This is an optimization exercise on Yosys and OpenROAD, whose aim is a short achievable clock period and few clock cycles, not a production implementation. The RTL was checked by simulation tests, not by an equivalence proof against the original design. The clock port is modelled as an ideal driver; clocking choices that lean on that would not hold on a real chip. No activity file was given, so power comes from the tool's default toggle rates.

run A:
// soc_fabric
module soc_fabric (
   input  logic                   wb_clk_i,
   input  logic                   rst_n_i,
   input  logic                   cpu_cyc_i,
   input  logic                   cpu_stb_i,
   input  logic                   cpu_we_i,
   input  logic [32-1:0] cpu_adr_i,
   input  logic [4-1:0]  cpu_sel_i,
   input  logic [32-1:0] cpu_dat_i,
   output logic                   cpu_ack_o,
   output logic                   cpu_err_o,
   output logic [32-1:0] cpu_dat_o,
   input  logic                   dbg_cyc_i,
   input  logic                   dbg_stb_i,
   input  logic                   dbg_we_i,
   input  logic [32-1:0] dbg_adr_i,
   input  logic [4-1:0]  dbg_sel_i,
   input  logic [32-1:0] dbg_dat_i,
   output logic                   dbg_ack_o,
   output logic                   dbg_err_o,
   output logic [32-1:0] dbg_dat_o,
   input  logic [32-1:0]     gpio_in_i,
   output logic [32-1:0]     gpio_out_o,
   output logic [32-1:0]     gpio_oe_o
);
   soc_pkg::wb_req_t cpu_req;
   soc_pkg::wb_rsp_t cpu_rsp;
   soc_pkg::wb_req_t dbg_req;
   soc_pkg::wb_rsp_t dbg_rsp;
   assign cpu_req = {cpu_cyc_i, cpu_stb_i, cpu_we_i, cpu_adr_i, cpu_sel_i, cpu_dat_i};
   assign dbg_req = {dbg_cyc_i, dbg_stb_i, dbg_we_i, dbg_adr_i, dbg_sel_i, dbg_dat_i};
   assign {cpu_ack_o, cpu_err_o, cpu_dat_o} = cpu_rsp;
   assign {dbg_ack_o, dbg_err_o, dbg_dat_o} = dbg_rsp;
   soc_fabric_top u_top (
      .wb_clk_i   (wb_clk_i),
      .rst_n_i    (rst_n_i),
      .cpu_req_i  (cpu_req),
      .cpu_rsp_o  (cpu_rsp),
      .dbg_req_i  (dbg_req),
      .dbg_rsp_o  (dbg_rsp),
      .gpio_in_i  (gpio_in_i),
      .gpio_out_o (gpio_out_o),
      .gpio_oe_o  (gpio_oe_o)
   );
endmodule
Size: ~8,500 flip-flops, roughly 310 I/O pins, ~400,000 sq um of cells after synthesis.
export LEC_CHECK = 0
export CAP_MARGIN = 50
export CORE_MARGIN = 2
export CORE_UTILIZATION = 58
export PLACE_DENSITY = 0.72
export SETUP_SLACK_MARGIN = 2.5
export SLEW_MARGIN = 80
export SYNTH_HIERARCHICAL = 1
export SYNTH_MEMORY_MAX_BITS = 16384
export SYNTH_MINIMUM_KEEP_SIZE = 0
export TNS_END_PERCENT = 10
create_clock -name core_clock -period 6.0 [get_ports {wb_clk_i}]
standard.sh (not shown) runs the stock make flow with config.mk's settings and CLKGATE_MAP_FILE= SYNTH_SCRIPT=/design/flow/synth_recipe.tcl, a recipe that flattens the netlist after the stock synthesis.
==> flow/flow/run.sh <==
#!/bin/bash
set -euo pipefail
here=$(pwd)
f=$here/flow

# Standard synthesis, unchanged
bash standard.sh synth > synth.log 2>&1

# The rest of the standard flow with the extra settings
extra="MATCH_CELL_FOOTPRINT=0 \"BUFFER_PORTS_ARGS=-buffer_cell sky130_fd_sc_hd__buf_8\""
extra="$extra POST_FLOORPLAN_TCL=$f/floorplan.tcl PRE_IO_PLACEMENT_TCL=$f/pins.tcl POST_CTS_TCL=$f/cts.tcl"
for s in GLOBAL_PLACE RESIZE DETAIL_PLACE CTS GLOBAL_ROUTE REPAIR_TIMING_POST_PLACE; do
   extra="$extra PRE_${s}_TCL=$f/dontuse.tcl"
done
extra="$extra MAX_REPAIR_ANTENNAS_ITER_DRT=20"
sed "s|\"\\\${@:-finish}\"|$extra \"\${@:-finish}\"|" standard.sh > layout.sh
grep -q POST_CTS_TCL layout.sh
for step in floorplan place cts route finish; do
   bash layout.sh "$step" > "layout_$step.log" 2>&1
done
test -s out/final.def
Other scripts of this flow, unchanged in this note and not shown: flow/flow/cts.tcl, flow/flow/dontuse.tcl, flow/flow/floorplan.tcl, flow/flow/pins.tcl
Having completed the whole flow, run A delivered a layout that passed the timing, design-rule and antenna checks.
Testbench counts of run A, summed over its fixed seeds: cycles 8,366.
Modified inputs, run B compared to run A
-- flow/design.v --
<<< run A, line 151
   logic [1:0]                        err_q;
   logic [1:0]                        rsp_q;
   logic [1:0][DW-1:0]                rdata_q;
   logic [32-1:0]                in_meta_q;
   logic [32-1:0]                in_sync_q;
>>> run B, line 151
   logic [1:0]                        err_q;
   logic [1:0]                        rsp_q;
   logic [1:0][1:0][DW-1:0]           tree_q;
   logic [1:0][DW-1:0]                keep_q;
   logic [32-1:0]                in_meta_q;
   logic [32-1:0]                in_sync_q;
<<< run A, line 170
   logic [1:0]                        wr_oe;
   logic [1:0][8-1:0]    word_idx;
   logic [1:0][DW-1:0]                rdata_d;
   logic [1:0][DW-1:0]                other_d;
   logic [1:0][DW-1:0]                other_q;
>>> run B, line 171
   logic [1:0]                        wr_oe;
   logic [1:0][8-1:0]    word_idx;
   logic [1:0][DW-1:0]                other_d;
   logic [1:0][DW-1:0]                other_q;
<<< run A, line 245
      logic [DW-1:0] other_n;
      logic [DW-1:0] tree_n;
      assign keep    = ~byp_mask & {DW{!is_gpio[p]}};
      assign other_n = ~(is_gpio[p] ? gpio_rd : (byp_mask & req_dat[1-p]));
      sram_o21ai #(.W(DW)) u_tree (.a1(l4[p][0]), .a2(l4[p][1]), .b1(keep), .y(tree_n));
      assign rdata_d[p] = tree_n;
      assign other_d[p] = other_n;
      always_ff @(posedge wb_clk_i) begin
         rdata_q[p] <= rdata_d[p];
         other_q[p] <= other_d[p];
      end
      sram_nand2 #(.W(DW)) u_rd (.a(rdata_q[p]), .b(other_q[p]), .y(dat_o[p]));
      always_ff @(posedge wb_clk_i or negedge rst_n_i) begin
         if (!rst_n_i) begin
>>> run B, line 245
      logic [DW-1:0] other_n;
      logic [DW-1:0] tree_n;
      logic [DW-1:0] keep_d;
      assign keep    = ~byp_mask & {DW{!is_gpio[p]}};
      assign other_n = ~(is_gpio[p] ? gpio_rd : (byp_mask & req_dat[1-p]));
      assign keep_d     = keep;
      assign other_d[p] = other_n;
      always_ff @(posedge wb_clk_i) begin
         tree_q[p]  <= l4[p];
         keep_q[p]  <= keep_d;
         other_q[p] <= other_d[p];
      end
      sram_o21ai #(.W(DW)) u_tree (.a1(tree_q[p][0]), .a2(tree_q[p][1]), .b1(keep_q[p]), .y(tree_n));
      sram_nand2 #(.W(DW)) u_rd (.a(tree_n), .b(other_q[p]), .y(dat_o[p]));
      always_ff @(posedge wb_clk_i or negedge rst_n_i) begin
         if (!rst_n_i) begin
## What came out
Going from run A to run B, via count grows by 0.70%. The share of the synthesized netlist area taken by xor and xnor gates of run B and that of run A are within noise of each other. Looking at layout overhead on the synthesized area, run B sits 0.52 points higher than run A does. Run B vs run A on time the final worst path needs with I/O delays and setup: run B is the lower one. Final cycle utilization of the critical path came out lower on run B than on run A. Run A and run B ended up with nearly the same area after synthesis. When run B is measured against run A, its clock sink count turns out 0.85% higher. Slack of the critical path, run A and run B, higher one = run B. On placed cell area, run A and run B are basically level. Compared with run A, run B shows met1 usage in global routing higher by 0.87 points. Run B vs run A on worst hold margin: run B is the higher one. Power share of the sequential group (lower): run B.
Testbench counts of run B, summed over its fixed seeds: cycles 8,366.

[port drivers added, routing unchanged]
In the flow no input, the clock included, has a driving cell. The finished layouts below were timed again as built, in two steps.
Step 1, drivers: a clkbuf_16 drives wb_clk_i and a buf_2 each remaining input, both assumed.
Step 2, shift: input delay + t, output delay - t, t = (earliest + latest rising clock arrival at the registers) / 2. This alone moves slack from input paths to output paths.
Slacks: ideal / step 1 / step 2; pairs: ideal / step 1.
run | shift t [ns] | setup slack, ns | worst hold slack (ns) | latest minus earliest clock arrival (ns) | worst register clock-pin slew, ns | pins driven straight from the clock port
run A | 1.427 | 2.244 / 2.080 / 0.652 | 0.027 / -0.099 / 0.321 | 0.065 / 0.065 | 0.08 / 0.08 | 1
run B | 1.377 | 2.255 / 2.158 / 0.781 | 0.057 / -0.048 / 0.342 | 0.053 / 0.053 | 0.07 / 0.07 | 1
After both steps setup and hold are still met in every run listed. The setup slack of run A, which loses most, moves by -0.164 ns with the drivers and by -1.592 ns with both steps.
